This is an optimization exercise on Yosys and OpenROAD, whose aim is small area, not a production implementation.
At most, simulation tests tie the RTL to the original design; equivalence was not proved.
Only the layout flow was run in runs 1 and 4; the RTL was not checked for function there.
Power is estimated from default activity; no workload was simulated. The flow treats the clock pin as an ideal source, which a real chip does not have.

## flow/config.mk

```make
export PLATFORM = sky130hd
export DESIGN_NAME = data_mem_subsystem
export DESIGN_NICKNAME = data_mem_subsystem
export VERILOG_FILES = /design/flow/design.v
export SDC_FILE = /design/flow/constraint.sdc
export NUM_CORES = 4
export LEC_CHECK = 0
export CAP_MARGIN = 20
export CORE_MARGIN = 2
export CORE_UTILIZATION = 40
export CTS_BUF_LIST = sky130_fd_sc_hd__clkbuf_8
export CTS_CLUSTER_DIAMETER = 50
export CTS_CLUSTER_SIZE = 18
export SETUP_SLACK_MARGIN = 0.3
export SLEW_MARGIN = 20
```

## flow/constraint.sdc

```tcl
create_clock -name core_clock -period 10.0 [get_ports {clock}]
set_input_delay 2.0000 -clock core_clock [delete_from_list [all_inputs] [get_ports {clock}]]
set_output_delay 2.0000 -clock core_clock [all_outputs]
set_load 0.01 [all_outputs]
```

## flow/design.v

```verilog
module data_mem_subsystem #(
    parameter int MEM_LATENCY = 5    
) (
    input  logic       clock,
    input  logic       reset,
    input  logic       read,
    input  logic       write,
    input  logic [7:0] address,
    input  logic [7:0] writedata,
    output logic [7:0] readdata,
    output logic       busywait
);
    localparam int RL = 7;        
    logic [7:0]        valid_q;
    logic [7:0]        dirty_q;
    logic [7:0][2:0]   tag_q;
    logic [7:0][31:0]  data_q;
    logic [7:0][RL-1:0][31:0] rd_q;    
    logic [7:0][RL-1:0][2:0]  rt_q;    
    logic [2:0]  ph_q;                 
    logic        clr_q;                
    logic        busy_q;               
    logic [3:0]  cnt_q;                
    logic        pfill_q;              
    logic [2:0]  tag, idx;
    logic [1:0]  off;
    logic        req, cur_valid, cur_dirty, hit;
    logic [2:0]  cur_tag;
    logic [31:0] cur_data;
    assign tag = address[7:5];
    assign idx = address[4:2];
    assign off = address[1:0];
    assign req = read | write;
    assign cur_valid = valid_q[idx];
    assign cur_dirty = dirty_q[idx];
    assign cur_tag   = tag_q[idx];
    assign cur_data  = data_q[idx];
    assign hit = cur_valid & (cur_tag == tag);
    logic [7:0][31:0] tap_d;
    logic [7:0][2:0]  tap_t;
    always_comb begin
        for (int i = 0; i < 8; i++) begin
            tap_d[i] = rd_q[i][RL-1];
            tap_t[i] = clr_q ? ph_q + 3'd1 : rt_q[i][RL-1];
        end
    end
    logic [7:0] sel, teq, hit_v, self_v, mt, fp_v, fl, swp, st_v;
    always_comb begin
        for (int i = 0; i < 8; i++) begin
            sel[i]    = (idx == i);
            teq[i]    = (tag_q[i] == tag);
            hit_v[i]  = valid_q[i] & teq[i];
            self_v[i] = ~valid_q[i] & teq[i];
            mt[i]     = (tap_t[i] == tag);
            fp_v[i]   = pfill_q | (~busy_q & req);
            fl[i]     = sel[i] & fp_v[i] & (self_v[i] | mt[i]);
            swp[i]    = sel[i] & fp_v[i] & ~self_v[i] & mt[i];
            st_v[i]   = sel[i] & write & ~busy_q & (hit_v[i] | pfill_q);
        end
    end
    logic start, fill_now, st;
    assign start    = ~busy_q & ~pfill_q & req & ~hit;
    assign fill_now = |fl;
    assign st       = |st_v;
    assign busywait = req & (busy_q | (~hit & ~pfill_q));
    always_ff @(posedge clock) begin
        for (int i = 0; i < 8; i++) begin
            for (int k = 1; k < RL; k++) begin
                rd_q[i][k] <= rd_q[i][k-1];
                rt_q[i][k] <= rt_q[i][k-1];
            end
            rd_q[i][0] <= (clr_q | swp[i]) ? data_q[i] : tap_d[i];
            rt_q[i][0] <= swp[i] ? tag_q[i] : tap_t[i];
        end
    end
    logic [7:0][3:0] hold, fsel, ssel;
    logic [7:0][31:0] data_d;
    always_comb begin
        for (int i = 0; i < 8; i++)
            for (int l = 0; l < 4; l++) begin
                ssel[i][l] = st_v[i] & (off == l);
                fsel[i][l] = swp[i] & ~clr_q & ~ssel[i][l];
                hold[i][l] = ~clr_q & ~fl[i] & ~ssel[i][l];
                data_d[i][l*8 +: 8] = ({8{hold[i][l]}} & data_q[i][l*8 +: 8]) |
                                      ({8{fsel[i][l]}} & tap_d[i][l*8 +: 8]) |
                                      ({8{ssel[i][l]}} & writedata);
            end
    end
    always_ff @(posedge clock) data_q <= data_d;
    logic [31:0] rword;
    assign rword = data_d[idx];
    assign readdata = read ? rword[{off, 3'b000} +: 8] : 8'h00;
    always_ff @(posedge clock or posedge reset) begin
        if (reset) begin
            busy_q  <= 1'b0;
            cnt_q   <= '0;
            pfill_q <= 1'b0;
            valid_q <= '0;
            dirty_q <= '0;
            tag_q   <= '0;
            ph_q    <= '0;
            clr_q   <= 1'b1;
        end else begin
            if (clr_q) begin
                ph_q <= ph_q + 3'd1;
                if (ph_q == 3'd6) clr_q <= 1'b0;
            end
            if (busy_q) begin
                cnt_q <= cnt_q - 4'd1;
                if (cnt_q == 4'd0) busy_q <= 1'b0;
            end else if (start) begin
                busy_q <= 1'b1;
                cnt_q  <= (cur_valid & cur_dirty) ? 2 * MEM_LATENCY - 1 : MEM_LATENCY - 1;
            end
            pfill_q <= (pfill_q | start) & ~fill_now;
            if (fill_now) begin
                valid_q[idx] <= 1'b1;
                tag_q[idx]   <= tag;
            end
            if (st)
                dirty_q[idx] <= 1'b1;
            else if (fill_now)
                dirty_q[idx] <= 1'b0;
        end
    end
endmodule
```

## flow/run.sh

```bash
#!/bin/bash
# synth_recipe.tcl (not shown) runs the flow's synth.tcl, then flattens the netlist and writes it again
# the make line also repeats each setting of config.mk as NAME=value (left out here)
make -C /OpenROAD-flow-scripts/flow DESIGN_CONFIG=/design/flow/config.mk WORK_HOME=/design/flow/orfs CLKGATE_MAP_FILE= SYNTH_SCRIPT=/design/flow/synth_recipe.tcl finish
```

==> summary.txt, run 1 <==
GRT
  • Antenna violations before repair: 10
  • Largest net degree at the start of global routing: 51
  • Grt total ovfl: 0
  • GRT Overall Usage: 21.0%
  • Vias in the first global route: 32500
  • First-pass GRT wire length: 231000 um

STA
  • Final setup vio count: 0
  • Final hold violations: 0
  • Final Max Tran Viols: 0
  • Max Freq: 0.104 GHz
  • TNS Setup: 0 ps
  • Worst-Margin Slew: 1190 ps
  • Tmin final: between 9000 and 10000 ps
  • Rel. slew slack: 20.1%
  • Clock skew: between 50 and 60 ps
  • RSZ-0062 raised after global routing: no
  • Fin crit share: 96.5%
  • Worst hold slack: around 300 ps

Routing
  • Metal2 WL: 68400 um
  • DRT iter0 DRCs: 3732
  • DRC viols: 0
  • DRT antenna net count: 0
  • Routed length on met3: 14100 um
  • DR top layer: met5
  • Drt first pass iters: 6
  • Wl on met1: 71400 um
  • Total wire length: around 160000 um
  • Vias per cell: ~5.1
  • Via count: 33900
  • WL/cell: approximately 24 um

Run
  • Max cap viols: 0

Logic synthesis
  • Avg Inst Size Synth: 13.8 um^2
  • Syn. warnings: 1
  • EDFF count, synth: 0
  • Post-Syn Instances: 4365
  • Ys async rst share: 2.21%
  • Yosys reg bits: approximately 2300
  • Mapped Nets: 4396
  • Cell variety after synth: 108
  • Most used DFF post-synth: dfxtp_1
  • Post-synthesis sequential area ratio: 76.0%
  • Netlist Area Pre-Place: 0.0600 mm^2

Power and ir drop
  • Peak supply drop: approximately 0.15 mV
  • Cell Pwr Density: 241 mW/mm^2
  • P_leak: ~26 nW
  • Total power: ~16 mW

Clocking
  • Maximum clock path buffer count: 3
  • Clock latency on the worst-skew pair: 960 ps
  • Root cell of the clock tree: clkbuf_8
  • CTS clk-pin slew, worst paths: 100 ps
  • H-tree depth: 4
  • CTS Sinks: 2266
  • TritonCTS clock tree: done
  • Cts bufs inserted: 164

Placed design
  • Port bufs: 28
  • Placed Instance Area: between 0.06 and 0.07 mm^2
  • DPL Wire Length: 113000 um
  • GPL Wtd Cong: 1.01

Die
  • Site Rows: about 140
  • IO Pins: 29
  • Die X-Extent: between 300 and 400 um
  • Initial Utilization: 40.2%
  • Die area: 0.153 mm^2
  • Die Height: 391 um
  • Core footprint: 0.149 mm^2

Critical path
  • Worst Setup End Kind: output port
  • Max FO, Critical Path: 18
  • CP required: 8000 ps
  • CP Class: in -> out
  • CP Data Arrival Time: 7650 ps
  • CP Launch Type: input port

Status
  • Run status: finished clean

Layout
  • Fill count: between 10000 and 15000
  • Fin nets: 4546
  • Area growth, synth to finish: 10.6%
  • Fin area: ~0.066 mm^2
  • Layout cells sized above 1: 17.0%

Worst hold path
  • HP Class: reg -> reg
## worst paths after layout
kind / from / endpoint / slack (ps) / depth (start not counted)
worst max-delay path: address[6] / readdata[0] / 350 / 12
worst min-delay path: rd_q[1230]$_DFF_P_ / rd_q[1262]$_DFF_P_ / 300 / 0
worst max register to register: clr_q$_DFF_PP1_ / register / 5110 / 10
worst min register to register: rd_q[1230]$_DFF_P_ / rd_q[1262]$_DFF_P_ / 300 / 0
max in group asynchronous: reset / ph_q[2]$_DFFE_PP0P_ / 7930 / 3
min in group asynchronous: reset / busy_q$_DFF_PP0_ / 1580 / 3
## metrics by stage
step | worst slack (ps) | utilization [%] | instances
after CTS | 405 | 44.4 | 6611
final | 355 | 44.4 | 6616
after global routing | 340 | 44.4 | 6615
after global placement | 232 | 42.3 | 6365
after floorplan | 2500 | - | 4365
after detailed placement | 254 | 42.3 | 6365
## layer usage
| layer | vias up | track usage, % |
|---|---|---|
| li1 | 15500 | - |
| met1 | 16700 | 29.0 |
| met2 | 1434 | 30.8 |
| met3 | 368 | 5.33 |
| met4 | 6 | 9.58 |
| met5 | - | 0 |
## power breakdown
part           leakage, nW  switching (mW)  internal [mW]
sequential            18.5           0.341           9.52
clock                 1.60            2.91           1.77
combinational         6.29           0.914          0.509
total                 26.4            4.16           11.8
## cells in the final DEF, fill, tap and decap left out, drive strengths merged, types with 24 or more instances in the layout
master / instances
nand2: 266
and2: 30
clkbuf: 178
mux2: 265
o211ai: 31
a221oi: 83
a22oi: 102
dfxtp: 2216
nor4: 47
o22ai: 24
a221o: 35
buf: 160
inv: 74
nor2: 237
a21oi: 115
dfrtp: 49
a31oi: 45
nor3: 45
a31o: 38
nand3: 35
xor2: 27
o21ai: 61
## synthesized netlist by cell type (29+ instances only)
| cell | n | area, um^2 |
|---|---|---|
| a31oi_1 | 45 | 282 |
| clkbuf_1 | 127 | 477 |
| nor2_1 | 228 | 856 |
| o21ai_0 | 58 | 290 |
| dfxtp_1 | 2216 | 44400 |
| nand3_1 | 34 | 170 |
| mux2_2 | 248 | 2790 |
| a21oi_1 | 113 | 566 |
| o211ai_1 | 31 | 233 |
| a22oi_1 | 102 | 766 |
| and2_1 | 29 | 181 |
| nor4_1 | 34 | 213 |
| inv_1 | 39 | 146 |
| dfrtp_1 | 49 | 1230 |
| buf_2 | 37 | 185 |
| a221o_1 | 35 | 350 |
| a31o_2 | 35 | 307 |
| nand2_1 | 266 | 998 |
| a221oi_1 | 82 | 718 |
| nor3_1 | 32 | 160 |
## worst max-delay path, cell delays in order
cell and delay (ps):
clkdlybuf4s50_1 980, buf_12 250, xor2_1 230, o41a_1 610, nor3_4 220, nor2_1 700, nand2_1 170, a31o_2 270
nor4_1 670, nand3_1 180, nor4_2 670, clkdlybuf4s50_1 670
## state kept, by name, summed over array words and instances, names as in the netlist, named ones only
| register | cells |
|---|---|
| rd_q | 1792 |
| valid_q | 8 |
| ph_q | 3 |
| cnt_q | 4 |
| busy_q | 1 |
| clr_q | 1 |
| rt_q | 168 |
| tag_q | 24 |
| data_q | 256 |
| pfill_q | 1 |
## final cells by class
cell class	instances	area [um^2]	share of cell area, %
clock buffers	178	2450	3.69
flip-flops and latches	2266	45600	68.7
clock inverters	68	663	0.999
multi-input cells	1861	13500	20.4
well taps	2016	2520	3.80
repair buffers	181	1440	2.18
diodes	5	12.5	0.0188
inverters	41	154	0.232
## cells by family after synthesis
family          count (synthesis)  synth area share, %
simple gates                  801                 6.77
compound gates                715                 8.95
buf+inv                       238                 1.75
mux                           294                 5.70
xor+xnor                       40                0.609
fa+ha+maj                      11                0.229
flops                        2266                 76.0
## what timing repair did
action                     in CTS  in global routing
setup endpoints to repair       1                  2
hold buffers                    0                  0
pin swaps                       0                  0
buffers inserted                0                  0
gates resized for setup         1                  5
hold endpoints to repair        0                  0
==> inputs of run 2 (changes only) <==
--- a/flow/design.v
+++ b/flow/design.v
@@ -44,42 +44,40 @@
             tap_t[i] = clr_q ? ph_q + 3'd1 : rt_q[i][RL-1];
         end
     end
-    logic [7:0] sel, teq, hit_v, self_v, mt, fp_v, fl, swp, st_v;
+    logic start, fill_pend, self_fill, fill_now, byp, st;
+    assign start     = ~busy_q & ~pfill_q & req & ~hit;
+    assign fill_pend = pfill_q | start;
+    assign self_fill = ~cur_valid & (cur_tag == tag);
+    assign fill_now  = fill_pend & (self_fill | (tap_t[idx] == tag));
+    assign byp = ~busy_q & pfill_q;
+    assign st  = write & ~busy_q & (hit | pfill_q);
+    assign busywait = req & (busy_q | (~hit & ~pfill_q));
+    logic [7:0] sw;                    
     always_comb begin
-        for (int i = 0; i < 8; i++) begin
-            sel[i]    = (idx == i);
-            teq[i]    = (tag_q[i] == tag);
-            hit_v[i]  = valid_q[i] & teq[i];
-            self_v[i] = ~valid_q[i] & teq[i];
-            mt[i]     = (tap_t[i] == tag);
-            fp_v[i]   = pfill_q | (~busy_q & req);
-            fl[i]     = sel[i] & fp_v[i] & (self_v[i] | mt[i]);
-            swp[i]    = sel[i] & fp_v[i] & ~self_v[i] & mt[i];
-            st_v[i]   = sel[i] & write & ~busy_q & (hit_v[i] | pfill_q);
-        end
+        for (int i = 0; i < 8; i++)
+            sw[i] = clr_q | (fill_now & ~self_fill & (idx == i));
     end
-    logic start, fill_now, st;
-    assign start    = ~busy_q & ~pfill_q & req & ~hit;
-    assign fill_now = |fl;
-    assign st       = |st_v;
-    assign busywait = req & (busy_q | (~hit & ~pfill_q));
     always_ff @(posedge clock) begin
         for (int i = 0; i < 8; i++) begin
             for (int k = 1; k < RL; k++) begin
                 rd_q[i][k] <= rd_q[i][k-1];
                 rt_q[i][k] <= rt_q[i][k-1];
             end
-            rd_q[i][0] <= (clr_q | swp[i]) ? data_q[i] : tap_d[i];
-            rt_q[i][0] <= swp[i] ? tag_q[i] : tap_t[i];
+            rd_q[i][0] <= sw[i] ? data_q[i] : tap_d[i];
+            rt_q[i][0] <= (fill_now && !self_fill && idx == i) ? tag_q[i] : tap_t[i];
         end
     end
+    logic [3:0] st_l;                  
+    logic [7:0] fl;                    
     logic [7:0][3:0] hold, fsel, ssel;
     logic [7:0][31:0] data_d;
     always_comb begin
+        for (int l = 0; l < 4; l++) st_l[l] = st & (off == l);
+        for (int i = 0; i < 8; i++) fl[i] = fill_now & (idx == i);
         for (int i = 0; i < 8; i++)
             for (int l = 0; l < 4; l++) begin
-                ssel[i][l] = st_v[i] & (off == l);
-                fsel[i][l] = swp[i] & ~clr_q & ~ssel[i][l];
+                ssel[i][l] = st_l[l] & (idx == i);
+                fsel[i][l] = fl[i] & ~self_fill & ~clr_q & ~st_l[l];
                 hold[i][l] = ~clr_q & ~fl[i] & ~ssel[i][l];
                 data_d[i][l*8 +: 8] = ({8{hold[i][l]}} & data_q[i][l*8 +: 8]) |
                                       ({8{fsel[i][l]}} & tap_d[i][l*8 +: 8]) |
@@ -112,7 +110,7 @@
                 busy_q <= 1'b1;
                 cnt_q  <= (cur_valid & cur_dirty) ? 2 * MEM_LATENCY - 1 : MEM_LATENCY - 1;
             end
-            pfill_q <= (pfill_q | start) & ~fill_now;
+            pfill_q <= fill_pend & ~fill_now;
             if (fill_now) begin
                 valid_q[idx] <= 1'b1;
                 tag_q[idx]   <= tag;
==> summary.txt, run 2 <==
Status
  • Run status: finished clean

Clocking
  • Root cell of the clock tree: clkbuf_8
  • CTS clk-pin slew, worst paths: 110 ps (about the same)
  • Hold Buf Count CTS: 0 (unchanged)
  • H-tree depth: 4 (unchanged)
  • CTS Sinks: 2266 (unchanged)
  • Cts bufs inserted: 169 (+3.0%)
  • Maximum clock path buffer count: 3 (unchanged)
  • TritonCTS clock tree: done
  • Clock latency on the worst-skew pair: 960 ps (about the same)

STA
  • Rel. slew slack: 26.4% (+6.3 points)
  • Fin crit share: 98.0% (+1.5 points)
  • Final WS setup: 203 ps (-152 ps)
  • Final setup vio count: 0 (unchanged)
  • RSZ-0062 raised after global routing: yes
  • Final Max Tran Viols: 0 (unchanged)
  • Tmin final: 9800 ps (+152 ps)
  • Worst-Margin Slew: 1100 ps (-86.8 ps)
  • Worst hold slack: 294 ps (-10.6 ps)
  • Max Freq: 0.102 GHz (-1.5%)
  • Final hold violations: 0 (unchanged)
  • TNS Setup: 0 ps (unchanged)
  • Clock skew: 67.7 ps (+7.80 ps)

Placed design
  • Dpl ws: 48.8 ps (-206 ps)
  • Placed Instance Area: 0.0619 mm^2 (-2.1%)
  • DP Cell Count: 6114 (-3.9%)
  • Port bufs: 28 (unchanged)
  • GPL Wtd Cong: 0.955 (-5.6%)
  • DPL Wire Length: 107000 um (-5.2%)

Layout
  • Most frequent cells in the layout: dfxtp_1 (2216), mux2_2 (262), nand2_1 (233), a21oi_1 (201), clkbuf_8 (181)
  • Layout cells sized above 1: 17.4% (+0.33 points)
  • Fill count: 13100 (-3.2%)
  • Fin area: 0.0654 mm^2 (-1.4%)
  • Largest Register: rd_q
  • Layout Utilization: 44.9% (+0.48 points)
  • Commonest non-fill, non-tap cell in the layout: dfxtp_1
  • Max reg flops: 1792 (unchanged)
  • Post-layout instance count excluding filler cells: 6388 (-3.4%)
  • Fin nets: 4401 (-3.2%)
  • Area growth, synth to finish: 11.5%
  • Top Registers: rd_q x1792, data_q x256, rt_q x168

Routing
  • DRT iter0 DRCs: 3404 (-8.8%)
  • Via count: 33100 (-2.6%)
  • DRT antenna net count: 0 (unchanged)
  • Vias per cell: 5.17 (+0.89%)
  • Drt first pass iters: 7 (+1)
  • DRC viols: 0 (unchanged)
  • Total wire length: 158000 um (-2.0%)
  • WL/cell: 24.7 um (+1.5%)

GRT
  • Grt total ovfl: 0 (unchanged)
  • Largest net degree at the start of global routing: 61 (+20%)
  • First-pass GRT wire length: 225000 um (-2.5%)
  • GRT Overall Usage: 20.7% (-0.26 points)
  • Vias in the first global route: 32000 (-1.4%)
  • Antenna violations before repair: 13 (+3)

Logic synthesis
  • Mapped Nets: 4234 (-3.7%)
  • Cell variety after synth: 96 (-11%)
  • Post-synth top area share: 75.6% (+1.7 points)
  • Yosys reg bits: 2266 (unchanged)
  • Post-Syn Instances: 4203 (-3.7%)
  • Syn. warnings: 1 (unchanged)
  • Most used DFF post-synth: dfxtp_1
  • Avg Inst Size Synth: 14.0 um^2 (+1.6%)
  • List of most frequent post-synthesis cells: dfxtp_1 (2216), mux2_2 (262), nand2_1 (235)
  • Post-synthesis sequential area ratio: 77.7% (+1.7 points)
  • Cell taking the most area after synthesis: dfxtp_1
  • Most frequent cell after synthesis: dfxtp_1
  • Netlist Area Pre-Place: 0.0587 mm^2 (-2.2%)
  • Ys async rst share: 2.21% (unchanged)
  • EDFF count, synth: 0 (unchanged)
  • Synth top area cells: dfxtp_1 (76%), mux2_2 (5.0%), dfrtp_1 (2.1%)

Power and ir drop
  • Total power: 15.6 mW (-2.2%)
  • Cell Pwr Density: 239 mW/mm^2 (-0.81%)
  • P_leak: 25.9 nW (-1.9%)
  • Peak supply drop: 0.144 mV (-5.7%)

Critical path
  • CP Launch Type: input port
  • CP required: 8000 ps (about the same)
  • Crit path cell chain: buf_2, buf_4, mux2_2, a2bb2o_1, or2_1, nor4_2, a21o_2, buf_4, and2_0, a21oi_1, o2bb2ai_1, mux2i_1, a221oi_1, o2111ai_2, a311oi_2, buf_4, clkdlybuf4s50_1
  • Max FO, Critical Path: 20 (+2)
  • Crit path buf inv count: 5 (+2)
  • CP Data Arrival Time: 7800 ps (+150 ps)
  • Critical Path Max Stage Delay: 580 ps (-400 ps)
  • Top delay family on crit path: compound AO/OA/AOI/OAI gates
  • Critical path's slowest cell: a221oi_1
  • CP Class: in -> out
  • Worst path most repeated cell: buf_4
  • Worst Setup End Kind: output port

Die
  • Die area: 0.150 mm^2 (-2.2%)
  • Site Rows: 140 (-1.4%)
  • Core footprint: 0.146 mm^2 (-2.5%)
  • Initial Utilization: 40.3% (+0.10 points)
  • Die Height: 387 um (-1.1%)
  • IO Pins: 29 (unchanged)
  • Die X-Extent: 387 um (-1.1%)

Run
  • Max cap viols: 0 (unchanged)

Worst hold path
  • HP Class: reg -> reg
run 2: changes by cell type in the layout (fill, tap and decap cells not counted), sizes merged, moves of 23 or more:
cell and delta:
nor4 -34, a22oi -87, xor2 -23, a21oi +90, a31o -30, nand2 -31, o21ai +78, o2bb2ai +67
a221oi -71, nor2 -116
run 2: worst paths after layout:
check | slack, ps | startpoint | end | cells after the start
min reg2reg | 290 | rd_q[179]$_DFF_P_ | rd_q[211]$_DFF_P_ | 0
min in group asynchronous | 1590 | reset | async pin | 3
min | 290 | rd_q[179]$_DFF_P_ | rd_q[211]$_DFF_P_ | 0
max reg2reg | 4850 | clr_q$_DFF_PP1_ | rd_q[1573]$_DFF_P_ | 11
max in group asynchronous | 7900 | reset | ph_q[1]$_DFFE_PP0P_ | 3
max | 200 | address[3] | readdata[0] | 17
run 2: layout make-up:
cell class / count / area, um^2 / share of cell area (%)
clock inverters: 86 / 875 / 1.34
diodes: 5 / 12.5 / 0.0191
inverters: 39 / 146 / 0.224
well taps: 1917 / 2400 / 3.66
flip-flops and latches: 2266 / 45600 / 69.7
repair buffers: 185 / 1510 / 2.30
clock buffers: 181 / 2490 / 3.81
multi-input cells: 1709 / 12400 / 18.9
run 2: cell families (layout without fill, tap and decap cells):
group	count (synthesis)	count (layout)	synth area share [%]
simple gates	579	579	4.71
xor+xnor	6	6	0.0895
compound gates	824	824	10.0
buf+inv	228	491	1.62
other cells	0	5	0
fa+ha+maj	11	11	0.234
flops	2266	2266	77.7
mux	289	289	5.59
run 2: report_power, final:
part	switching [mW]	internal [mW]
registers	0.227	9.41
clock network	2.96	1.90
logic	0.722	0.391
total	3.91	11.7
run 2: worst register-to-register path: stages, from the launching register on:
cell and delay [ps]:
dfstp_4 690, buf_4 610, nand2_1 230, o2111ai_1 230, xor2_1 240, nand3_2 430, nor2_1 340, nand2_1 340
nor2_1 830, nor2_4 280, buf_4 440, mux2_2 400
run 2: timing repair:
| action | in CTS | in global routing |
|---|---|---|
| buffers inserted | 0 | 2 |
| setup endpoints to repair | 3 | 7 |
| resized for setup | 6 | 18 |
| pin swaps | 1 | 2 |
| hold endpoints to repair | 0 | 0 |
run 2: metal layers:
| metal | up-vias | share of wire [%] | GRT usage, % |
|---|---|---|---|
| li1 | 14800 | - | - |
| met1 | 16000 | 44 | 28.9 |
| met2 | 1677 | 41 | 29.5 |
| met3 | 489 | 9.4 | 5.35 |
| met4 | 8 | 5.4 | 10.7 |
| met5 | - | 0.031 | 0.191 |
==> inputs of run 3 (changes only) <==
==> flow/flow/run.sh (new file) <==
#!/bin/bash
# Own layout flow: the standard ORFS flow (standard.sh, unchanged synthesis),
# with two changes to how the layout is made:
#  - clock tree: larger sink clusters on clkbuf_16 and no dummy loads;
#  - port buffers: buf_2 instead of the delay cell buffer_ports picks itself.
# Every tool's full output goes to flow_make.log in the work folder (ORFS's own
# per-step logs stay under orfs/logs).
set -euo pipefail
export CTS_ARGS="-sink_clustering_enable -repair_clock_nets -dont_use_dummy_load -sink_clustering_size ${CTS_SIZE:-30} -sink_clustering_max_diameter ${CTS_DIAM:-70} -buf_list sky130_fd_sc_hd__clkbuf_16"
export BUFFER_PORTS_ARGS="-buffer_cell sky130_fd_sc_hd__buf_2"
bash standard.sh finish > flow_make.log 2>&1
==> flow/standard.sh (new file) <==
#!/bin/bash
# synth_recipe.tcl (not shown) runs the flow's synth.tcl, then flattens the netlist and writes it again
# the make line also repeats each setting of config.mk as NAME=value (left out here)
make -C /OpenROAD-flow-scripts/flow DESIGN_CONFIG=/design/flow/config.mk WORK_HOME=/design/flow/orfs CLKGATE_MAP_FILE= SYNTH_SCRIPT=/design/flow/synth_recipe.tcl "${@:-finish}"
--- a/flow/config.mk
+++ b/flow/config.mk
@@ -8,8 +8,5 @@
 export CAP_MARGIN = 20
 export CORE_MARGIN = 2
 export CORE_UTILIZATION = 40
-export CTS_BUF_LIST = sky130_fd_sc_hd__clkbuf_8
-export CTS_CLUSTER_DIAMETER = 50
-export CTS_CLUSTER_SIZE = 18
 export SETUP_SLACK_MARGIN = 0.3
 export SLEW_MARGIN = 20
removed: flow/run.sh
==> summary.txt, run 3 <==
GRT
  • First-pass GRT wire length: 219000 um (-2.6%)
  • Grt total ovfl: 0 (unchanged)
  • Gr busiest metal: met2
  • Largest net degree at the start of global routing: 61 (unchanged)
  • Met1 usage: 28.0% (-0.82 points)
  • Antenna violations before repair: 13 (unchanged)
  • Vias in the first global route: 30600 (-4.4%)
  • M2 GR Usage: 29.0% (-0.55 points)
  • GRT Overall Usage: 20.2% (-0.56 points)
  • Met3 GRT Util: 4.98% (-0.37 points)

Layout
  • Post-layout instance count excluding filler cells: 6205 (-2.9%)
  • Most frequent cells in the layout: dfxtp_1 (2216), mux2_2 (262), nand2_1 (234), a21oi_1 (202), o21ai_0 (137)
  • Area growth, synth to finish: 9.48%
  • Layout cells sized above 1: 14.3% (-3.0 points)
  • Commonest non-fill, non-tap cell in the layout: dfxtp_1
  • Max reg flops: 1792 (unchanged)
  • Fill count: 13100 (-0.099%)
  • Fin nets: 4316 (-1.9%)
  • Top Registers: rd_q x1792, data_q x256, rt_q x168
  • Largest Register: rd_q

Logic synthesis
  • Post-synth top area share: 75.6% (unchanged)
  • Netlist Area Pre-Place: 0.0587 mm^2 (unchanged)
  • Cell variety after synth: 96 (unchanged)
  • Synth top area cells: dfxtp_1 (76%), mux2_2 (5.0%), dfrtp_1 (2.1%)
  • Post-Syn Instances: 4203 (unchanged)
  • Syn. warnings: 1 (unchanged)
  • Avg Inst Size Synth: 14.0 um^2 (unchanged)
  • Ys async rst share: 2.21% (unchanged)
  • Yosys reg bits: 2266 (unchanged)
  • List of most frequent post-synthesis cells: dfxtp_1 (2216), mux2_2 (262), nand2_1 (235)
  • Most used DFF post-synth: dfxtp_1
  • EDFF count, synth: 0 (unchanged)
  • Most frequent cell after synthesis: dfxtp_1
  • Mapped Nets: 4234 (unchanged)
  • Post-synthesis sequential area ratio: 77.7% (unchanged)
  • Cell taking the most area after synthesis: dfxtp_1

Critical path
  • Crit path launch: address[4]
  • Critical register-to-register path startpoint: clr_q$_DFF_PP1_
  • Critical Path Max Stage Delay: 700 ps (+120 ps)
  • CP Class: in -> out
  • Critical path's slowest cell: a211oi_4
  • CP required: 8000 ps (about the same)
  • Max FO, Critical Path: 24 (+20%)
  • Worst Setup End Kind: output port
  • Worst reg-to-reg path cell count: 11 (unchanged)
  • CP Launch Type: input port
  • CP Data Arrival Time: 7580 ps (-220 ps)
  • Crit path cell chain: buf_2, or2_1, buf_4, o22ai_1, o21a_1, nor4_1, a21oi_2, o211a_1, a211oi_4, o2bb2ai_1, mux2i_1, a221oi_2, o2111ai_1, a311oi_2, buf_4, buf_2

Die
  • IO Pins: 29 (unchanged)
  • Core footprint: 0.146 mm^2 (unchanged)
  • Die Height: 387 um (unchanged)
  • Die X-Extent: 387 um (unchanged)
  • Initial Utilization: 40.3% (unchanged)
  • Die area: 0.150 mm^2 (unchanged)
  • Site Rows: 140 (unchanged)

Power and ir drop
  • Combinational share of power: 7.1% (about the same)
  • Sw Ratio: 23.2% (-1.8 points)
  • Sequential share of power: 63.7% (+2.0 points)
  • Clock power share: 29.2% (-1.9 points)
  • Total power: 15.1 mW (-3.0%)
  • Cell Pwr Density: 236 mW/mm^2 (-1.3%)
  • Net Sw Power: 3.52 mW (-10%)
  • P_leak: 25.4 nW (-2.2%)
  • Peak supply drop: 0.127 mV (-12%)
  • Power Internal: 11.6 mW (-0.72%)

STA
  • Worst hold slack: 250 ps (-43.2 ps)
  • Clock skew: 97.0 ps (+29.3 ps)
  • Final WS setup: 418 ps (+215 ps)
  • Worst-Margin Slew: 1140 ps (+32.8 ps)
  • TNS Setup: 0 ps (unchanged)
  • Rel. slew slack: 23.9% (-2.5 points)
  • Fin crit share: 95.8% (-2.2 points)
  • Final setup vio count: 0 (unchanged)
  • Tmin final: 9580 ps (-215 ps)
  • Final hold violations: 0 (unchanged)
  • RSZ-0062 raised after global routing: yes
  • Final Max Tran Viols: 0 (unchanged)
  • Max Freq: 0.104 GHz (+2.2%)

Clocking
  • Clock latency on the worst-skew pair: 770 ps (-190 ps)
  • TritonCTS clock tree: done
  • Root cell of the clock tree: clkbuf_16
  • Maximum clock path buffer count: 3 (unchanged)
  • H-tree depth: 3 (-1)
  • CTS Sinks: 2266 (unchanged)
  • Cts bufs inserted: 103 (-39%)
  • CTS clk-pin slew, worst paths: 100 ps (about the same)

Placed design
  • Port bufs: 28 (unchanged)
  • DPL Wire Length: 105000 um (-1.6%)
  • GPL Wtd Cong: 0.965 (+1.0%)
  • DP Cell Count: 6094 (-0.33%)
  • Dpl ws: -109 ps (-158 ps)

Status
  • Run status: finished clean

Worst hold path
  • Hold wc startpoint: rd_q[151]$_DFF_P_
  • Hold path depth: 0 (unchanged)
  • HP Class: reg -> reg

Routing
  • WL/cell: 24.9 um (+0.47%)
  • DRC viols: 0 (unchanged)
  • Total wire length: 154000 um (-2.4%)
  • Drt first pass iters: 5 (-2)
  • DRT iter0 DRCs: 3247 (-4.6%)
  • Via count: 32000 (-3.3%)
  • DRT antenna net count: 0 (unchanged)
  • Vias per cell: 5.15 (-0.42%)

Run
  • Max cap viols: 0 (unchanged)
==> run 3: cell types whose count changed in the layout (fill, tap and decap cells not counted), sizes merged <==
cell and change:
buf +6, clkbuf -78, clkinvlp -10, inv -39, clkinv -32, clkdlybuf4s50 -25, bufinv -5
==> run 3: logic make-up (layout without fill, tap and decap cells) <==
logic type | count (synthesis) | in the layout | synth area share [%]
flops | 2266 | 2266 | 77.7
other cells | 0 | 5 | 0
buf+inv | 228 | 308 | 1.62
xor+xnor | 6 | 6 | 0.0895
mux | 289 | 289 | 5.59
compound gates | 824 | 824 | 10.0
simple gates | 579 | 579 | 4.71
fa+ha+maj | 11 | 11 | 0.234
==> run 3: what timing repair did <==
action                                  CTS  global route
hold buffers                              0             0
pin swaps                                 0             2
endpoints found under the setup margin    1             2
resized for setup                         5             2
setup buffers                             0             3
==> run 3: area by class of cell <==
cell class | instances | area (um^2) | share of cell area [%]
flip-flops and latches | 2266 | 45600 | 71.0
diodes | 5 | 12.5 | 0.0195
well taps | 1917 | 2400 | 3.73
inverters | 39 | 146 | 0.228
repair buffers | 166 | 1240 | 1.92
clock buffers | 103 | 2580 | 4.01
multi-input cells | 1709 | 12300 | 19.1
==> run 3: power by group through the flow <==
stage / Combinational (mW) / Sequential, mW / Clock, mW
floorplan: 0.636 / 9.74 / 0
global placement: 1.02 / 9.84 / 0
detailed placement: 1.04 / 9.84 / 0
CTS: 1.04 / 9.64 / 4.54
global route: 1.13 / 9.68 / 4.86
finish: 1.08 / 9.64 / 4.42
==> run 3: through the flow <==
step / util, % / area, um^2
floorplan: - / 58700
global placement: 42.3 / 61600
detailed placement: 42.3 / 61600
finish: 44.1 / 64300
CTS: 44.1 / 64200
global route: 44.1 / 64300
==> run 3: path summary, 6_finish.rpt <==
check	endpoint	slack, ps
max in group asynchronous	tag_q[17]$_DFFE_PP0P_	8020
min reg2reg	rd_q[183]$_DFF_P_	250
min	rd_q[183]$_DFF_P_	250
max reg2reg	rd_q[468]$_DFF_P_	4060
min in group asynchronous	cnt_q[2]$_DFFE_PP0P_	1410
max	readdata[0]	420
==> run 3: worst max-delay path: cells and delay by family <==
kind | cells | cell delay [ps]
compound gates | 9 | 3540
buf+inv | 4 | 1010
simple gates | 2 | 830
mux | 1 | 150
==> run 3: metal layers <==
layer  vias to the layer above  routed length, um
met5                         -                103
li1                      14600                  -
met2                      1345              63700
met4                        16               8220
met3                       429              13200
met1                     15600              69100
==> inputs of run 4 (changes only) <==
--- a/flow/design.v
+++ b/flow/design.v
@@ -67,11 +67,13 @@
             rt_q[i][0] <= (fill_now && !self_fill && idx == i) ? tag_q[i] : tap_t[i];
         end
     end
+    logic [7:0][31:0] datan_q;
     logic [3:0] st_l;                  
     logic [7:0] fl;                    
     logic [7:0][3:0] hold, fsel, ssel;
     logic [7:0][31:0] data_d;
     always_comb begin
+        data_q = ~datan_q;
         for (int l = 0; l < 4; l++) st_l[l] = st & (off == l);
         for (int i = 0; i < 8; i++) fl[i] = fill_now & (idx == i);
         for (int i = 0; i < 8; i++)
@@ -84,7 +86,7 @@
                                       ({8{ssel[i][l]}} & writedata);
             end
     end
-    always_ff @(posedge clock) data_q <= data_d;
+    always_ff @(posedge clock) datan_q <= ~data_d;
     logic [31:0] rword;
     assign rword = data_d[idx];
     assign readdata = read ? rword[{off, 3'b000} +: 8] : 8'h00;
==> flow/flow/run.sh (replaced) <==
#!/bin/bash
# Own layout flow: the standard ORFS flow (standard.sh) with these changes
# to how the layout is made:
#  - synthesis maps the combinational logic with an area-oriented ABC script
#    (flow/abc_area_map.script in place of ORFS's abc_speed.script); the rest of
#    the synthesis script, and so every register and its name, is unchanged;
#  - clock tree: larger sink clusters on clkbuf_16 and no dummy loads;
#  - port buffers: buf_2 instead of the delay cell buffer_ports picks itself.
# The make run's full output goes to flow_make.log in the work folder; ORFS's
# per-step logs stay under orfs/logs.
set -euo pipefail
W=$PWD
rm -rf "$W/scripts_abc"
cp -r "$FLOW_HOME/scripts" "$W/scripts_abc"
cp "$W/flow/abc_area_map.script" "$W/scripts_abc/abc_speed.script"
export SCRIPTS_DIR="$W/scripts_abc"
export CTS_ARGS="-sink_clustering_enable -repair_clock_nets -dont_use_dummy_load -sink_clustering_size 30 -sink_clustering_max_diameter 70 -buf_list sky130_fd_sc_hd__clkbuf_16"
export BUFFER_PORTS_ARGS="-buffer_cell sky130_fd_sc_hd__buf_2"
bash standard.sh finish > flow_make.log 2>&1
==> flow/flow/abc_area_map.script (new file) <==
strash
dch -f
amap
topo
==> summary.txt, run 4 <==
Logic synthesis
  • Avg Inst Size Synth: 14.0 um^2 (about the same)
  • Post-synth top area share: 80.2% (+4.6 points)
  • Mux cell area share after synthesis: 0% (-5.6 points)
  • Most used DFF post-synth: dfxtp_1
  • XOR/XNOR Fraction of Synth Area: 0% (-0.090 points)
  • List of most frequent post-synthesis cells: dfxtp_1 (2216), nor2_1 (595), a21oi_1 (282)
  • EDFF count, synth: 0 (unchanged)
  • Netlist Area Pre-Place: 0.0553 mm^2 (-5.8%)
  • Synth top area cells: dfxtp_1 (80%), a221oi_1 (4.1%), nor2_1 (4.0%)
  • Most frequent cell after synthesis: dfxtp_1
  • Synthesized-area fraction occupied by adder cells: 0.249% (+0.014 points)
  • Main combinational cell family by area after synthesis: compound AO/OA/AOI/OAI gates
  • Syn. warnings: 1 (unchanged)
  • Ys async rst share: 2.21% (unchanged)
  • Yosys reg bits: 2266 (unchanged)
  • Cell variety after synth: 35 (-64%)
  • Cell taking the most area after synthesis: dfxtp_1
  • Post-synthesis sequential area ratio: 82.5% (+4.8 points)
  • Mapped Nets: 3994 (-5.7%)
  • Post-Synth Simple-Gate Area: 5.42% (+0.72 points)
  • Compound-cell area share of the yosys netlist: 11.5% (+1.4 points)
  • Post-Syn Instances: 3963 (-5.7%)

Layout
  • Layout cells sized above 1: 5.95% (-8.4 points)
  • Largest Register: rd_q
  • Commonest non-fill, non-tap cell in the layout: dfxtp_1
  • Fin nets: 4221 (-2.2%)
  • Top Registers: rd_q x1792, datan_q x256, rt_q x168
  • Post-layout instance count excluding filler cells: 5983 (-3.6%)
  • Layout Utilization: 44.5% (+0.37 points)
  • Most frequent cells in the layout: dfxtp_1 (2216), nor2_1 (593), a21oi_1 (282), a221oi_1 (261), clkbuf_16 (99)
  • Max reg flops: 1792 (unchanged)
  • Area growth, synth to finish: 10.4%

Clocking
  • Maximum clock path buffer count: 3 (unchanged)
  • TritonCTS clock tree: done
  • Hold Buf Count CTS: 0 (unchanged)
  • Root cell of the clock tree: clkbuf_16
  • CTS Sinks: 2266 (unchanged)
  • Clock latency on the worst-skew pair: 740 ps (-30 ps)
  • CTS clk-pin slew, worst paths: 90 ps (about the same)
  • Cts bufs inserted: 99 (-3.9%)
  • H-tree depth: 3 (unchanged)

GRT
  • GRT Overall Usage: 16.1% (-4.1 points)
  • Vias in the first global route: 28100 (-8.0%)
  • Antenna violations before repair: 4 (-9)
  • Largest net degree at the start of global routing: 121 (+98%)
  • Grt total ovfl: 0 (unchanged)
  • First-pass GRT wire length: 173000 um (-21%)

Critical path
  • CP required: 8000 ps (about the same)
  • Worst Setup End Kind: output port
  • Top delay family on crit path: compound AO/OA/AOI/OAI gates
  • WP depth: 25 (+9)
  • Crit path buf inv count: 6 (+2)
  • Critical path's slowest cell: nor2_1
  • CP Launch Type: input port
  • CP Data Arrival Time: 7520 ps (-60 ps)
  • Worst path most repeated cell: nor2_1
  • CP Class: in -> out
  • Max FO, Critical Path: 14 (-42%)
  • Critical Path Max Stage Delay: 520 ps (-180 ps)
  • Worst reg-to-reg path cell count: 15 (+4)

Die
  • Core footprint: 0.137 mm^2 (-5.8%)
  • Die Height: 376 um (-2.9%)
  • Initial Utilization: 40.3% (about the same)
  • Die area: 0.141 mm^2 (-5.7%)
  • Site Rows: 136 (-2.9%)
  • Die X-Extent: 376 um (-2.9%)
  • IO Pins: 29 (unchanged)

Power and ir drop
  • Peak supply drop: 0.157 mV (+24%)
  • Clock power share: 24.0% (-5.2 points)
  • Combinational share of power: 9.1% (+2.0 points)
  • Sequential share of power: 66.9% (+3.2 points)
  • P_leak: 24.0 nW (-5.3%)
  • Sw Ratio: 23.6% (+0.38 points)
  • Cell Pwr Density: 292 mW/mm^2 (+24%)
  • Power Internal: 13.6 mW (+17%)
  • Net Sw Power: 4.21 mW (+20%)

STA
  • Fin crit share: 95.2% (-0.63 points)
  • Tmin final: 9520 ps (-63.1 ps)
  • Worst-Margin Slew: 1060 ps (-74.8 ps)
  • Final setup vio count: 0 (unchanged)
  • Rel. slew slack: 28.7% (+4.8 points)
  • Max Freq: 0.105 GHz (+0.66%)
  • TNS Setup: 0 ps (unchanged)
  • RSZ-0062 raised after global routing: no
  • Final hold violations: 0 (unchanged)
  • Final Max Tran Viols: 0 (unchanged)
  • Clock skew: 96.3 ps (-0.625 ps)

Run
  • Max cap viols: 0 (unchanged)

Placed design
  • DP Cell Count: 5880 (-3.5%)
  • DPL Wire Length: 73700 um (-30%)
  • GPL Wtd Cong: 0.853 (-12%)
  • Port bufs: 28 (unchanged)

Worst hold path
  • HP Class: reg -> reg
  • Hold path depth: 0 (unchanged)

Routing
  • DRC viols: 0 (unchanged)
  • Via count: 29800 (-6.7%)
  • Vias per cell: 4.99 (-3.2%)
  • DRT antenna net count: 0 (unchanged)
  • DRT iter0 DRCs: 2691 (-17%)
  • Total wire length: 115000 um (-25%)
  • Drt first pass iters: 7 (+2)
  • WL/cell: 19.3 um (-22%)

Status
  • Run status: finished clean
==> run 4: logic make-up after synthesis <==
family          Yosys count
compound gates          893
fa+ha+maj                11
buf+inv                  57
flops                  2266
simple gates            736
==> run 4: power by group through the flow <==
stage / Sequential [mW] / Combinational [mW] / Clock [mW]
2_1_floorplan: 11.8 / 1.11 / 0
3_3_place_gp: 12.1 / 1.58 / 0
3_5_place_dp: 12.1 / 1.61 / 0
4_1_cts: 11.9 / 1.62 / 4.42
5_1_grt: 12.1 / 1.81 / 4.75
6_report: 11.9 / 1.62 / 4.28
==> run 4: routing by layer <==
layer / track usage [%] / up-vias / wire, um
li1: - / 14300 / -
met1: 23.2 / 14400 / 55300
met2: 23.9 / 888 / 49200
met3: 2.68 / 207 / 6690
met4: 6.50 / 4 / 4080
met5: 0 / - / 26
==> run 4: worst paths after layout <==
check	endpoint	slack, ps	start
max	readdata[0]	480	address[4]
max reg2reg	rd_q[680]$_DFF_P_	4780	clr_q$_DFF_PP1_
min	rd_q[1325]$_DFF_P_	250	rd_q[1293]$_DFF_P_
max in group asynchronous	tag_q[12]$_DFFE_PP0N_	7940	reset
min in group asynchronous	tag_q[0]$_DFFE_PP0N_	1460	reset
min reg2reg	rd_q[1325]$_DFF_P_	250	rd_q[1293]$_DFF_P_
==> run 4: metrics by stage <==
stage / instance area (um^2) / worst slack [ps] / power, mW / hold slack [ps]
4_1_cts: 61000 / 310 / 18.0 / 254
6_report: 61100 / 482 / 17.8 / 254
3_3_place_gp: 58500 / 209 / 13.6 / 310
2_1_floorplan: 55300 / 364 / 12.9 / 310
5_1_grt: 61100 / 299 / 18.7 / 252
3_5_place_dp: 58500 / 335 / 13.7 / 312
==> run 4: cell type report <==
type	instances	area, um^2
fillers	12100	76200
flip-flops and latches	2266	45600
multi-input cells	1640	9600
clock buffers	99	2480
well taps	1794	2240
repair buffers	126	905
inverters	57	228
diodes	1	2.50
==> run 4: repair_timing <==
item                                    CTS  global route
gates resized for setup                   0            21
endpoints found under the setup margin    0             8
endpoints found under the hold margin     0             0
buffers inserted                          0             3
==> inputs of run 5 (changes only) <==
--- a/flow/design.v
+++ b/flow/design.v
@@ -44,14 +44,18 @@
             tap_t[i] = clr_q ? ph_q + 3'd1 : rt_q[i][RL-1];
         end
     end
-    logic start, fill_pend, self_fill, fill_now, byp, st;
+    logic start, fill_pend, self_fill, fill_now, st;
     assign start     = ~busy_q & ~pfill_q & req & ~hit;
     assign fill_pend = pfill_q | start;
     assign self_fill = ~cur_valid & (cur_tag == tag);
     assign fill_now  = fill_pend & (self_fill | (tap_t[idx] == tag));
-    assign byp = ~busy_q & pfill_q;
     assign st  = write & ~busy_q & (hit | pfill_q);
     assign busywait = req & (busy_q | (~hit & ~pfill_q));
+    logic [7:0] dirty_d;
+    always_comb begin
+        for (int i = 0; i < 8; i++)
+            dirty_d[i] = ((idx == i) & st) | (dirty_q[i] & ~((idx == i) & fill_now));
+    end
     logic [7:0] sw;                    
     always_comb begin
         for (int i = 0; i < 8; i++)
@@ -87,9 +91,12 @@
             end
     end
     always_ff @(posedge clock) datan_q <= ~data_d;
-    logic [31:0] rword;
-    assign rword = data_d[idx];
-    assign readdata = read ? rword[{off, 3'b000} +: 8] : 8'h00;
+    always_comb begin
+        readdata = 8'h00;
+        for (int i = 0; i < 8; i++)
+            for (int l = 0; l < 4; l++)
+                readdata = readdata | ({8{read & (idx == i) & (off == l)}} & data_d[i][l*8 +: 8]);
+    end
     always_ff @(posedge clock or posedge reset) begin
         if (reset) begin
             busy_q  <= 1'b0;
@@ -117,10 +124,7 @@
                 valid_q[idx] <= 1'b1;
                 tag_q[idx]   <= tag;
             end
-            if (st)
-                dirty_q[idx] <= 1'b1;
-            else if (fill_now)
-                dirty_q[idx] <= 1'b0;
+            dirty_q <= dirty_d;
         end
     end
 endmodule
--- a/flow/config.mk
+++ b/flow/config.mk
@@ -7,6 +7,6 @@
 export LEC_CHECK = 0
 export CAP_MARGIN = 20
 export CORE_MARGIN = 2
-export CORE_UTILIZATION = 40
+export CORE_UTILIZATION = 60
 export SETUP_SLACK_MARGIN = 0.3
 export SLEW_MARGIN = 20
==> summary.txt, run 5 <==
Die
  • Die X-Extent: 307 um (-18%)
  • Die area: 0.0944 mm^2 (-33%)
  • Initial Utilization: 60.4% (+20 points)
  • Core footprint: 0.0914 mm^2 (-33%)
  • Site Rows: 111 (-18%)
  • IO Pins: 29 (unchanged)
  • Die Height: 307 um (-18%)

Critical path
  • Max FO, Critical Path: 8 (-6)
  • Critical register-to-register path startpoint: ph_q[0]$_DFFE_PP0P_
  • Critical path's slowest cell: or2_4
  • CP required: 8000 ps (about the same)
  • CP Data Arrival Time: 8300 ps (+780 ps)
  • CP Class: in -> out
  • Worst reg2reg path endpoint: rd_q[912]$_DFF_P_
  • WP depth: 47 (+88%)
  • Crit path buf inv count: 4 (-2)
  • Worst reg-to-reg path cell count: 19 (+4)
  • Worst Setup EP: readdata[6]
  • Critical Path Max Stage Delay: 280 ps (-240 ps)
  • Worst Setup End Kind: output port
  • Worst path most repeated cell: nor2_1
  • Top delay family on crit path: simple AND/OR/NAND/NOR gates
  • CP Launch Type: input port
  • Flop-to-flop setup slack: 4910 ps (+130 ps)
  • Crit path launch: address[3]

Power and ir drop
  • Peak supply drop: 0.188 mV (+20%)
  • Cell Pwr Density: 297 mW/mm^2 (+1.6%)
  • Total power: 18.3 mW (+2.8%)
  • P_leak: 25.0 nW (+4.3%)

STA
  • Clock skew: 47.3 ps (-49.0 ps)
  • Final hold violations: 0 (unchanged)
  • RSZ-0062 raised after global routing: yes
  • Final setup vio count: 8 (+8)
  • Final WS setup: -302 ps (-783 ps)
  • Fin crit share: 103% (+7.8 points)
  • Tmin final: 10300 ps (+783 ps)
  • Worst-Margin Slew: 993 ps (-70.0 ps)
  • Max Freq: 0.0971 GHz (-7.6%)
  • Rel. slew slack: 33.8% (+5.1 points)
  • Final Max Tran Viols: 0 (unchanged)

Logic synthesis
  • Avg Inst Size Synth: 13.5 um^2 (-3.2%)
  • Post-synthesis sequential area ratio: 82.7% (+0.20 points)
  • Netlist Area Pre-Place: 0.0552 mm^2 (-0.24%)
  • Cell taking the most area after synthesis: dfxtp_1
  • Most used DFF post-synth: dfxtp_1
  • Synth top area cells: dfxtp_1 (80%), nor2_1 (5.4%), a221oi_1 (4.1%)
  • Ys async rst share: 2.21% (unchanged)
  • List of most frequent post-synthesis cells: dfxtp_1 (2216), nor2_1 (800), a21oi_1 (286)
  • Post-synth top area share: 80.4% (+0.20 points)
  • Most frequent cell after synthesis: dfxtp_1
  • Post-Syn Instances: 4082 (+3.0%)
  • Syn. warnings: 1 (unchanged)
  • EDFF count, synth: 0 (unchanged)
  • Cell variety after synth: 33 (-5.7%)
  • Yosys reg bits: 2266 (unchanged)
  • Mapped Nets: 4113 (+3.0%)

Placed design
  • GPL Wtd Cong: 0.877 (+2.8%)
  • Dpl ws: -1080 ps (-1410 ps)
  • Port bufs: 28 (unchanged)
  • Placed Instance Area: 0.0584 mm^2 (-0.19%)
  • DPL Wire Length: 74400 um (+1.1%)

Routing
  • DRC viols: 0 (unchanged)
  • Vias per cell: 5.30 (+6.4%)
  • Total wire length: 115000 um (-0.67%)
  • DRT iter0 DRCs: 2433 (-9.6%)
  • Via count: 29700 (-0.34%)
  • WL/cell: 20.4 um (+6.0%)
  • DRT antenna net count: 0 (unchanged)
  • Drt first pass iters: 5 (-2)

Status
  • Fail Reasons: setup timing
  • Run status: failed layout checks

Layout
  • Largest Register: rd_q
  • Commonest non-fill, non-tap cell in the layout: dfxtp_1
  • Fin nets: 4450 (+5.4%)
  • Fin area: 0.0618 mm^2 (+1.2%)
  • Top Registers: rd_q x1792, datan_q x256, rt_q x168
  • Layout cells sized above 1: 11.5% (+5.6 points)
  • Area growth, synth to finish: 12.0%
  • Max reg flops: 1792 (unchanged)
  • Most frequent cells in the layout: dfxtp_1 (2216), nor2_1 (767), a21oi_1 (284), a221oi_1 (205), buf_4 (205)

GRT
  • Grt total ovfl: 0 (unchanged)
  • First-pass GRT wire length: 171000 um (-1.4%)
  • Largest net degree at the start of global routing: 65 (-46%)
  • GRT Overall Usage: 24.0% (+7.9 points)
  • Antenna violations before repair: 3 (-1)
  • Vias in the first global route: 28000 (-0.53%)

Clocking
  • Root cell of the clock tree: clkbuf_16
  • CTS clk-pin slew, worst paths: 100 ps (about the same)
  • Clock latency on the worst-skew pair: 690 ps (-50 ps)
  • Maximum clock path buffer count: 3 (unchanged)
  • H-tree depth: 3 (unchanged)
  • Hold Buf Count CTS: 0 (unchanged)
  • TritonCTS clock tree: done
  • Cts bufs inserted: 89 (-10%)
  • CTS Sinks: 2266 (unchanged)

Run
  • Max cap viols: 0 (unchanged)

Worst hold path
  • HP Class: reg -> reg
==> run 5: cell types whose count changed in the layout (fill, tap and decap cells not counted), sizes merged, moves of 25 or more <==
cell	before	now
nor2	595	800
buf	126	246
or3	0	64
a22oi	68	6
o21ai	41	99
or2	46	14
o22a	36	11
==> run 5: report_power, final <==
group          total, mW  switching (mW)  internal [mW]  leakage (nW)
clock network       4.07            2.47           1.61          1.10
logic               2.20            1.26          0.945          4.91
registers           12.1           0.826           11.2          19.0
==> run 5: cells by family after synthesis <==
kind of cell / count (synthesis) / synth area share, %
DFF: 2266 / 82.7
and+or+nand+nor: 965 / 7.13
adders and majority gates: 11 / 0.249
buffers and inverters: 54 / 0.367
AOI/OAI and AO/OA: 786 / 9.57
==> run 5: worst reg2reg max path: cells and delay by family, from the launching register on <==
family | cells | cell delay, ps
and+or+nand+nor | 5 | 1790
AOI/OAI and AO/OA | 8 | 1520
buffers and inverters | 5 | 990
DFF | 1 | 410
adders and majority gates | 1 | 290
==> run 5: worst min-delay path by stage <==
stage | start | to | slack [ps] | cells past startpoint
4_1_cts | rd_q[304]$_DFF_P_ | rd_q[336]$_DFF_P_ | 280 | 0
5_1_grt | rd_q[284]$_DFF_P_ | rd_q[316]$_DFF_P_ | 290 | 0
2_1_floorplan | rd_q[968]$_DFF_P_ | rd_q[1000]$_DFF_P_ | 310 | 0
6_report | rd_q[284]$_DFF_P_ | rd_q[316]$_DFF_P_ | 290 | 0
3_5_place_dp | rd_q[1065]$_DFF_P_ | rd_q[1097]$_DFF_P_ | 310 | 0
3_3_place_gp | rd_q[179]$_DFF_P_ | rd_q[211]$_DFF_P_ | 310 | 0
==> run 5: what timing repair did <==
item,4_1_cts,5_1_grt
gates resized for setup,187,93
pin swaps,102,116
endpoints found under the setup margin,8,8
buffers inserted,9,10
==> run 5: final cells by class <==
class                           instances  area, um^2
Antenna cell                            2        5.00
Clock buffer                           89        2230
Fill cell                            6695       29600
Inverter                               54         213
Multi-Input combinational cell       1762       10300
Sequential cell                      2266       45600
Tap cell                             1186        1480
Timing Repair Buffer                  246        1930
==> run 5: layer usage <==
metal	up-vias	share of wire, %	track usage (%)
met3	203	5.6	3.31
met5	-	0	0
li1	14600	-	-
met4	0	3.1	7.94
met2	790	43	35.6
met1	14200	49	36.4
==> run 5: through the flow <==
step | instances | hold WS, ps | setup TNS, ps | util, %
global placement | 5495 | 309 | -7090 | 63.9
floorplan | 4082 | 310 | 0 | -
detailed placement | 5495 | 312 | -8010 | 63.9
CTS | 5593 | 282 | -2380 | 67.1
global route | 5603 | 288 | -5140 | 67.6
finish | 5605 | 288 | -2010 | 67.6
==> inputs of run 6 (changes only) <==
--- a/flow/config.mk
+++ b/flow/config.mk
@@ -7,6 +7,6 @@
 export LEC_CHECK = 0
 export CAP_MARGIN = 20
 export CORE_MARGIN = 2
-export CORE_UTILIZATION = 60
+export CORE_UTILIZATION = 40
 export SETUP_SLACK_MARGIN = 0.3
 export SLEW_MARGIN = 20
==> summary.txt, run 6 <==
GRT
  • Largest net degree at the start of global routing: 65 (unchanged)
  • Grt total ovfl: 0 (unchanged)
  • First-pass GRT wire length: 170000 um (-0.75%)
  • GRT Overall Usage: 15.7% (-8.3 points)
  • Vias in the first global route: 28200 (+0.63%)
  • Antenna violations before repair: 4 (+1)

STA
  • Rel. slew slack: 15.5% (-18 points)
  • Fin crit share: 105% (+1.7 points)
  • Final WS setup: -468 ps (-166 ps)
  • Final Max Tran Viols: 0 (unchanged)
  • Final hold violations: 0 (unchanged)
  • Clock skew: 85.4 ps (+38.0 ps)
  • Final setup vio count: 8 (unchanged)
  • Max Freq: 0.0955 GHz (-1.6%)
  • Worst-Margin Slew: 1270 ps (+274 ps)
  • Tmin final: 10470 ps (+166 ps)
  • RSZ-0062 raised after global routing: yes

Clocking
  • H-tree depth: 3 (unchanged)
  • Clock latency on the worst-skew pair: 750 ps (+60 ps)
  • Root cell of the clock tree: clkbuf_16
  • Maximum clock path buffer count: 3 (unchanged)
  • CTS clk-pin slew, worst paths: 110 ps (about the same)
  • TritonCTS clock tree: done
  • CTS Sinks: 2266 (unchanged)
  • Cts bufs inserted: 100 (+12%)

Critical path
  • CP Launch Type: input port
  • Crit path launch: address[3]
  • Max FO, Critical Path: 8 (unchanged)
  • CP Data Arrival Time: 8470 ps (+170 ps)
  • Critical path's slowest cell: a221oi_4
  • Top delay family on crit path: compound AO/OA/AOI/OAI gates
  • CP Class: in -> out
  • WP depth: 47 (unchanged)
  • Crit path buf inv count: 6 (+2)
  • Worst Setup EP: readdata[3]
  • Critical register-to-register path startpoint: ph_q[0]$_DFFE_PP0P_
  • Worst reg2reg path endpoint: rd_q[896]$_DFF_P_
  • Flop-to-flop setup slack: 4830 ps (-80 ps)
  • CP required: 8000 ps (about the same)
  • Critical Path Max Stage Delay: 310 ps (+30 ps)
  • Worst path most repeated cell: nor2_1
  • Worst Setup End Kind: output port
  • Worst reg-to-reg path cell count: 19 (unchanged)

Routing
  • WL/cell: 18.3 um (-10%)
  • Total wire length: 114000 um (-0.59%)
  • Drt first pass iters: 5 (unchanged)
  • Via count: 30000 (+0.92%)
  • DRT antenna net count: 0 (unchanged)
  • DRC viols: 0 (unchanged)
  • DRT iter0 DRCs: 2338 (-3.9%)
  • Vias per cell: 4.83 (-9.0%)

Logic synthesis
  • Most frequent cell after synthesis: dfxtp_1
  • Post-synthesis sequential area ratio: 82.7% (unchanged)
  • Avg Inst Size Synth: 13.5 um^2 (unchanged)
  • Syn. warnings: 1 (unchanged)
  • Most used DFF post-synth: dfxtp_1
  • Synth top area cells: dfxtp_1 (80%), nor2_1 (5.4%), a221oi_1 (4.1%)
  • Post-synth top area share: 80.4% (unchanged)
  • Post-Syn Instances: 4082 (unchanged)
  • Mapped Nets: 4113 (unchanged)
  • List of most frequent post-synthesis cells: dfxtp_1 (2216), nor2_1 (800), a21oi_1 (286)
  • EDFF count, synth: 0 (unchanged)
  • Cell taking the most area after synthesis: dfxtp_1
  • Ys async rst share: 2.21% (unchanged)
  • Cell variety after synth: 33 (unchanged)
  • Netlist Area Pre-Place: 0.0552 mm^2 (unchanged)
  • Yosys reg bits: 2266 (unchanged)

Die
  • Die area: 0.141 mm^2 (+49%)
  • IO Pins: 29 (unchanged)
  • Die Height: 375 um (+22%)
  • Die X-Extent: 375 um (+22%)
  • Core footprint: 0.137 mm^2 (+50%)
  • Site Rows: 136 (+23%)
  • Initial Utilization: 40.2% (-20 points)

Layout
  • Top Registers: rd_q x1792, datan_q x256, rt_q x168
  • Largest Register: rd_q
  • Layout Utilization: 45.9% (-22 points)
  • Area growth, synth to finish: 14.0%
  • Fin nets: 4456 (+0.13%)
  • Max reg flops: 1792 (unchanged)
  • Commonest non-fill, non-tap cell in the layout: dfxtp_1
  • Most frequent cells in the layout: dfxtp_1 (2216), nor2_1 (767), a21oi_1 (283), a221oi_1 (207), buf_4 (193)
  • Fin area: 0.0629 mm^2 (+1.8%)
  • Layout cells sized above 1: 11.4% (-0.11 points)

Placed design
  • DPL Wire Length: 73400 um (-1.4%)
  • GPL Wtd Cong: 0.867 (-1.1%)
  • Placed Instance Area: 0.0590 mm^2 (+1.1%)
  • Port bufs: 28 (unchanged)

Status
  • Run status: failed layout checks
  • Fail Reasons: setup timing

Run
  • Max cap viols: 0 (unchanged)

Power and ir drop
  • P_leak: 25.2 nW (+0.42%)
  • Cell Pwr Density: 293 mW/mm^2 (-1.1%)
  • Total power: 18.5 mW (+0.74%)
  • Peak supply drop: 0.206 mV (+9.4%)

Worst hold path
  • HP Class: reg -> reg
  • Hold wc startpoint: rd_q[554]$_DFF_P_
run 6: area by class of cell:
class / count / area (um^2)
Fill cell: 12300 / 74200
Sequential cell: 2266 / 45600
Multi-Input combinational cell: 1762 / 10400
Clock buffer: 100 / 2500
Tap cell: 1794 / 2240
Timing Repair Buffer: 241 / 1910
Inverter: 54 / 213
Antenna cell: 1 / 2.50
run 6: cells by family (layout without fill, tap and decap cells):
family / after synthesis / count (layout) / synth area share, %
buffers and inverters: 54 / 395 / 0.367
and+or+nand+nor: 965 / 965 / 7.13
AOI/OAI and AO/OA: 786 / 786 / 9.57
adders and majority gates: 11 / 11 / 0.249
DFF: 2266 / 2266 / 82.7
other: 0 / 1 / 0
run 6: worst reg2reg max path, cell delays in order, from the launching register on:
cell      delay [ps]
dfrtp_1          400
clkinv_1         100
ha_1             290
nand2_1          280
o21ai_0          240
o22ai_1          270
o22ai_1          120
o22ai_2          190
o221a_1          280
a31o_1           200
o21ai_2           80
or2_1            270
buf_4            150
buf_4            230
nor2_1           530
buf_4            240
clkinv_1         280
nand2_4          610
nor2_1            90
a21oi_1          240
run 6: routing by layer:
layer / vias up / part of all wire [%] / global-route usage, %
li1: 14600 / - / -
met1: 14400 / 48 / 22.4
met2: 713 / 43 / 23.7
met3: 239 / 5.2 / 2.80
met4: 0 / 3.4 / 6.24
met5: - / 0 / 0
run 6: worst min path at each step:
| stage | slack [ps] | depth (start not counted) | to |
|---|---|---|---|
| detailed placement | 310 | 0 | rd_q[1629]$_DFF_P_ |
| CTS | 270 | 0 | rd_q[586]$_DFF_P_ |
| global route | 280 | 0 | rd_q[586]$_DFF_P_ |
| floorplan | 310 | 0 | rd_q[1000]$_DFF_P_ |
| global placement | 310 | 0 | rd_q[1080]$_DFF_P_ |
| finish | 270 | 0 | rd_q[586]$_DFF_P_ |
run 6: timing repair:
action	4_1_cts	5_1_grt
pin swaps	44	134
gates cloned	1	1
endpoints found under the setup margin	8	8
gates resized for setup	94	190
hold buffers	0	0
setup buffers	3	21
run 6: report_power, final:
group | switching (mW) | total (mW) | internal [mW] | leakage [nW]
Sequential | 0.817 | 12.0 | 11.2 | 19.0
Clock | 2.53 | 4.31 | 1.79 | 1.23
Combinational | 1.22 | 2.10 | 0.881 | 4.88
Total | 4.57 | 18.5 | 13.9 | 25.2
run 6: through the flow:
| stage | worst slack (ps) | setup TNS (ps) | hold WS (ps) | instances |
|---|---|---|---|---|
| 2_1_floorplan | 327 | 0 | 310 | 4082 |
| 3_3_place_gp | -1010 | -6640 | 310 | 6091 |
| 3_5_place_dp | -1100 | -7040 | 312 | 6091 |
| 4_1_cts | -581 | -4270 | 275 | 6195 |
| 5_1_grt | -879 | -6580 | 277 | 6217 |
| 6_report | -468 | -3260 | 271 | 6218 |
==> inputs of run 7 (changes only) <==
==> flow/flow/abc_area_map.script (replaced) <==
strash
balance
dch -f
amap
topo
==> summary.txt, run 7 <==
Clocking
  • CTS Sinks: 2266 (unchanged)
  • Clock latency on the worst-skew pair: 740 ps (about the same)
  • CTS clk-pin slew, worst paths: 100 ps (about the same)
  • Cts bufs inserted: 95 (-5.0%)

GRT
  • Grt total ovfl: 0 (unchanged)
  • Antenna violations before repair: 6 (+2)
  • First-pass GRT wire length: 169000 um (-0.16%)
  • GRT Overall Usage: 15.9% (+0.14 points)

Logic synthesis
  • Cell taking the most area after synthesis: dfxtp_1
  • Mapped Nets: 3977 (-3.3%)
  • Ys async rst share: 2.21% (unchanged)
  • Avg Inst Size Synth: 13.9 um^2 (+2.7%)
  • Most used DFF post-synth: dfxtp_1
  • Most frequent cell after synthesis: dfxtp_1
  • Syn. warnings: 1 (unchanged)
  • Yosys reg bits: 2266 (unchanged)

Layout
  • Fin nets: 4168 (-6.5%)
  • Max reg flops: 1792 (unchanged)
  • Largest Register: rd_q
  • Layout cells sized above 1: 5.44% (-6.0 points)
  • Top Registers: rd_q x1792, datan_q x256, rt_q x168

STA
  • RSZ-0062 raised after global routing: no
  • Max Freq: 0.106 GHz (+11%)
  • Worst-Margin Slew: 1030 ps (-233 ps)
  • Clock skew: 87.1 ps (+1.73 ps)
  • Tmin final: 9450 ps (-1020 ps)
  • Final Max Tran Viols: 0 (unchanged)
  • Final WS setup: 550 ps (+1020 ps)
  • Fin crit share: 94.5% (-10 points)
  • Rel. slew slack: 31.1% (+16 points)

Power and ir drop
  • Peak supply drop: 0.155 mV (-25%)
  • P_leak: 23.4 nW (-6.8%)
  • Cell Pwr Density: 298 mW/mm^2 (+1.6%)

Status
  • Run status: finished clean

Die
  • IO Pins: 29 (unchanged)
  • Die Height: 374 um (-0.36%)

Critical path
  • Critical register-to-register path startpoint: clr_q$_DFF_PP1_
  • Critical Path Max Stage Delay: 480 ps (+170 ps)
  • Crit path launch: address[4]
  • Critical path's slowest cell: nor4_2
  • CP Class: in -> out
  • CP Launch Type: input port

Worst hold path
  • Hold wc startpoint: rd_q[1411]$_DFF_P_

Routing
  • DRC viols: 0 (unchanged)
  • DRT iter0 DRCs: 2956 (+26%)
  • Drt first pass iters: 7 (+2)
  • DRT antenna net count: 0 (unchanged)

Placed design
  • DPL Wire Length: 72800 um (-0.83%)
  • Placed Instance Area: 0.0576 mm^2 (-2.4%)
run 7: cell types whose count changed after synthesis, sizes merged, moves of 23 or more:
cell    before  now
nor2       800  616
o22ai       46  187
o21ai       99    5
clkinv      54   90
and3        32    0
nor4         3   35
o221ai      36    7
a222oi       0   25
a221oi     256  233
run 7: what timing repair did:
| item | CTS | global route |
|---|---|---|
| setup endpoints to repair | 8 | 8 |
| hold buffers | 0 | 0 |
| gates resized for setup | 8 | 20 |
| endpoints found under the hold margin | 0 | 0 |
| buffers inserted | 0 | 3 |
| cloned | 0 | 0 |
run 7: path summary, 6_finish.rpt:
| check | to | slack, ps | cells past startpoint |
|---|---|---|---|
| max reg2reg | rd_q[1577]$_DFF_P_ | 4470 | 15 |
| max in group asynchronous | tag_q[9]$_DFFE_PP0N_ | 8000 | 2 |
| min | rd_q[1443]$_DFF_P_ | 270 | 0 |
| min reg2reg | rd_q[1443]$_DFF_P_ | 270 | 0 |
| max | readdata[7] | 550 | 24 |
| min in group asynchronous | tag_q[3]$_DFFE_PP0N_ | 1410 | 2 |
run 7: metal layers:
metal	up-vias	track usage, %	part of all wire, %
met5	-	0.274	0.065
met4	6	6.10	3.6
met3	268	3.13	6.4
met2	966	23.5	43
met1	14000	22.8	47
li1	14000	-	-
run 7: cell families after synthesis:
logic type | count (synthesis) | synth area share [%]
and+or+nand+nor | 784 | 6.02
DFF | 2266 | 83.3
adders and majority gates | 11 | 0.251
AOI/OAI and AO/OA | 795 | 9.82
buffers and inverters | 90 | 0.617
run 7: power breakdown:
group / switching, mW / total, mW / internal (mW)
registers: 0.794 / 12.0 / 11.3
logic: 1.01 / 1.67 / 0.664
clock network: 2.51 / 4.22 / 1.70
run 7: critical path: cells and delay by family:
kind	cells	cell delay [ps]
buffers and inverters	6	1440
and+or+nand+nor	11	2380
AOI/OAI and AO/OA	7	1620
run 7: layout make-up:
type                    count  area [um^2]
fillers                 12200        75500
flip-flops and latches   2266        45600
multi-input cells        1590         8940
clock buffers              95         2380
well taps                1781         2230
repair buffers             94          643
inverters                  90          348
diodes                      1         2.50
run 7: stage by stage:
step / cells / TNS (ps) / hold slack [ps] / utilization, %
2_1_floorplan: 3946 / 0 / 310 / -
3_3_place_gp: 5818 / 0 / 309 / 42.5
3_5_place_dp: 5818 / -1.82 / 312 / 42.5
4_1_cts: 5913 / 0 / 265 / 44.2
5_1_grt: 5916 / 0 / 276 / 44.3
6_report: 5917 / 0 / 270 / 44.3

Re-timed with assumed drivers on the ports (clkbuf_16 on the clock, buf_2 on other inputs), run 7 has 0.514 ns of setup slack against 0.550 ns with ideal ports, and 0.514 ns once port delays also move by the mid clock arrival of 0.771 ns.
